Context: an optimization exercise on an open-source flow, tuned for small area, a short achievable clock period and few clock cycles. The choices shown serve that exercise and are no tape-out recipe. Only simulation tests tie the RTL to the original design; equivalence was not proved.

job 6590:
Design fp32_mac_core, start of the top module:
module fp32_mac_core #(
   parameter logic [31:0] CANON_NAN = 32'h7FC00000
) (
   input  logic        CLK_I,
   input  logic        RSTL_I,
   input  logic        IN_VALID_I,
   input  logic [95:0] IN_DATA_I,
   output logic        IN_READY_O,
   output logic        OUT_VALID_O,
   input  logic        OUT_READY_I,
   output logic [31:0] OUT_DATA_O,
   output logic        OVERRUN_O
);
   localparam logic [1:0] K_NUM = 2'd0, K_NAN = 2'd1, K_INF = 2'd2, K_ZERO = 2'd3;
   logic       valid_prev;
   logic       rise, acc, take;
   logic [2:0] cnt_q, cnt_n;    
   logic       v0_q, v1_q, v2_q, v3_q, v4_q, v5_q;
   logic       en_o, en5, en4, en3;
   assign rise  = IN_VALID_I & ~valid_prev;
   assign acc   = rise & IN_READY_O;
   assign take  = OUT_VALID_O & OUT_READY_I;
   assign cnt_n = cnt_q + {2'd0, acc} - {2'd0, take};
   assign en_o = ~OUT_VALID_O;
   assign en5  = ~v5_q | en_o;
   assign en4  = ~v4_q | en5;
   assign en3  = ~v3_q | en4;
   always_ff @(posedge CLK_I or negedge RSTL_I) begin
  ...
Size in the first run: about 3700 cells after synthesis, ~140 I/O pins, ~36000 um2 of cells after synthesis.
Settings: LEC_CHECK=0, CAP_MARGIN=20, CORE_MARGIN=2, CORE_UTILIZATION=40, SLEW_MARGIN=20; clock period 10.0 ns.
standard.sh (not shown) runs the stock make flow with config.mk's settings and CLKGATE_MAP_FILE= SYNTH_SCRIPT=/design/flow/synth_recipe.tcl, a recipe that flattens the netlist after the stock synthesis.
==> flow/flow/run.sh <==
#!/bin/bash
# The standard layout (standard.sh: the standard synthesis and ORFS flow, unchanged), with
#  - a tighter setup target for the timing repair steps: repair_timing works until the setup
#    slack at the fixed 10 ns clock is at least SETUP_SLACK_MARGIN (flow/margin.txt);
#  - the smallest buffer cell for the port buffers (every port still gets its buffer; repair
#    may resize them);
#  - clock tree synthesis with clkbuf_8 buffers, clusters of up to 14 sinks within 80 um,
#    and no dummy loads.
set -euo pipefail
MARGIN=$(cat flow/margin.txt)
CTS="-sink_clustering_enable -repair_clock_nets -dont_use_dummy_load -sink_clustering_size 14 -sink_clustering_max_diameter 80 -buf_list sky130_fd_sc_hd__clkbuf_8"
bash standard.sh SETUP_SLACK_MARGIN=$MARGIN "BUFFER_PORTS_ARGS=-buffer_cell sky130_fd_sc_hd__buf_1" "CTS_ARGS=$CTS" finish > standard_flow.log 2>&1
==> flow/flow/margin.txt <==
6.3
Testbench counts of job 6590, summed over its fixed seeds: cycles 4,848.
## Diff of input files: job 5436 against job 6590
==> flow/flow/run.sh <==
#!/bin/bash
# The standard layout (standard.sh: the standard synthesis and ORFS flow, unchanged), with
#  - a tighter setup target for the timing repair steps: repair_timing works until the setup
#    slack at the fixed 10 ns clock is at least SETUP_SLACK_MARGIN (flow/margin.txt);
#  - the smallest buffer cell for the port buffers (every port still gets its buffer; repair
#    may resize them).
set -euo pipefail
MARGIN=$(cat flow/margin.txt)
bash standard.sh SETUP_SLACK_MARGIN=$MARGIN "BUFFER_PORTS_ARGS=-buffer_cell sky130_fd_sc_hd__buf_1" finish > standard_flow.log 2>&1
==> flow/flow/margin.txt <==
6.6
--- a/flow/config.mk
+++ b/flow/config.mk
@@ -10,2 +10,5 @@
 export CORE_UTILIZATION = 40
+export CTS_BUF_LIST = sky130_fd_sc_hd__clkbuf_8
+export CTS_CLUSTER_DIAMETER = 80
+export CTS_CLUSTER_SIZE = 14
 export SLEW_MARGIN = 20
==> notes.md <==
Summary — share of the cycle needed by the critical path after routing, job 5436 relative to job 6590: lower, by 0.83 points.
Diff job 6590 -> job 5436 | count of clock-net buffers in the final layout | up by a few percent
Top routing layer in use = met4: job 6590; top routing layer in use = met5: job 5436
Job 5436 gives more final instance count without filler cells than job 6590 did.
[compare] base=job 6590 new=job 5436: share of post-route cells with drive strength above 1 higher; cell area after layout grew by 2500 um2; data arrival at the endpoint of the critical path saw an increase.
Compared with job 6590, job 5436 shows routed wire length higher by 2.8 mm.
Relative to job 6590, critical path buffer and inverter count increased by 1 in job 5436.
On worst path setup slack after routing, job 6590 loses to job 5436.
Going from job 6590 to job 5436, fmax increased by about 2.3% relative to the old numbers, pin slew with the least headroom to its limit down 0.13 ns.
For job 5889, these inputs were changed with respect to job 5436:
==> flow/flow/margin.txt <==
6.3
--- a/flow/config.mk
+++ b/flow/config.mk
@@ -7,2 +7,3 @@
 export LEC_CHECK = 0
+export ABC_AREA = 1
 export CAP_MARGIN = 20
### Flow results
- Job 5889 ended up with simple AND/OR/NAND/NOR gates as its largest family of logic cells by synthesized area; job 5436 ended up with compound AO/OA/AOI/OAI gates.
- Between job 5889 and job 5436, it is job 5889 whose via count is higher, by about 9%.
- Fmax | job 5889 vs job 5436 | job 5889 slower
- [compare] base=job 5436 new=job 5889: die area went up by about 2.2%, routed wire length grew by about 5.6%, cell count higher, final-report max-slew violation count stayed essentially flat.
- Compare job 5889 and job 5436 | count of standard-cell rows higher: job 5889
- Compare job 5889 and job 5436 | hold slack higher: job 5436
Inputs modified between job 5889 and job 7412:
--- a/flow/config.mk
+++ b/flow/config.mk
@@ -7,6 +7,5 @@
 export LEC_CHECK = 0
-export ABC_AREA = 1
 export CAP_MARGIN = 20
 export CORE_MARGIN = 2
-export CORE_UTILIZATION = 40
+export CORE_UTILIZATION = 60
 export CTS_BUF_LIST = sky130_fd_sc_hd__clkbuf_8
==> comparison <==
- Against job 5889, via count in job 7412 fell by a little under 10%.
- On job 7412: fraction of the cycle the final worst path needs is 0.16 points lower than what job 5889 gave.
### job 7412 -> job 4513
--- a/flow/config.mk
+++ b/flow/config.mk
@@ -9,3 +9,3 @@
 export CORE_MARGIN = 2
-export CORE_UTILIZATION = 60
+export CORE_UTILIZATION = 40
 export CTS_BUF_LIST = sky130_fd_sc_hd__clkbuf_8
==> notes.md <==
- The run showing the smaller number of cells on the critical path is job 4513.
- Job 4513 vs job 7412: placement-stage cell area up slightly
- Final period demand of the worst path, job 4513 and job 7412: smaller value in job 4513
- Compared to job 7412, job 4513 has first-iteration DRC count 463 lower.
- NOTE via count of the first global-routing pass job 7412->job 4513 decreased by a few percent
- Taking job 7412 as the reference, in job 4513 final non-filler cell area has increased.
- Compared to job 7412, the router laid down less metal wire for job 4513.
- Job 4513 vs job 7412, area of the core went up by 50%.

port drivers added, routing unchanged:
No port has a modelled driver above. Below, the same layouts with a new extraction and two added sets of constraints.
Step 1 (the two cells are an assumption about what drives the block):
set clk [get_ports {CLK_I}]
set_driving_cell -lib_cell sky130_fd_sc_hd__clkbuf_16 $clk
set_driving_cell -lib_cell sky130_fd_sc_hd__buf_2 [delete_from_list [all_inputs] $clk]
Step 2 times the ports against the registers' clock, not the clock port: input delays grow and output delays shrink by t, the midpoint of the rising clock arrivals with the driver on.
Slacks: no drivers / after step 1 / after step 2; pairs: no drivers / after step 1.
run	t (ns)	slack for setup (ns)	clock arrival spread, ns
job 6590	0.734	6.302 / 6.302 / 6.302	0.124 / 0.124
job 5436	0.790	6.385 / 6.385 / 6.385	0.073 / 0.072
job 5889	0.803	6.333 / 6.333 / 6.299	0.095 / 0.096
job 7412	0.708	6.349 / 6.349 / 6.349	0.038 / 0.037
job 4513	0.774	6.373 / 6.373 / 6.371	0.066 / 0.066
After both steps setup and hold are still met in every run listed. For job 5889, which loses most, drivers alone change the setup slack by 0.000 ns; drivers and shift together by -0.034 ns.
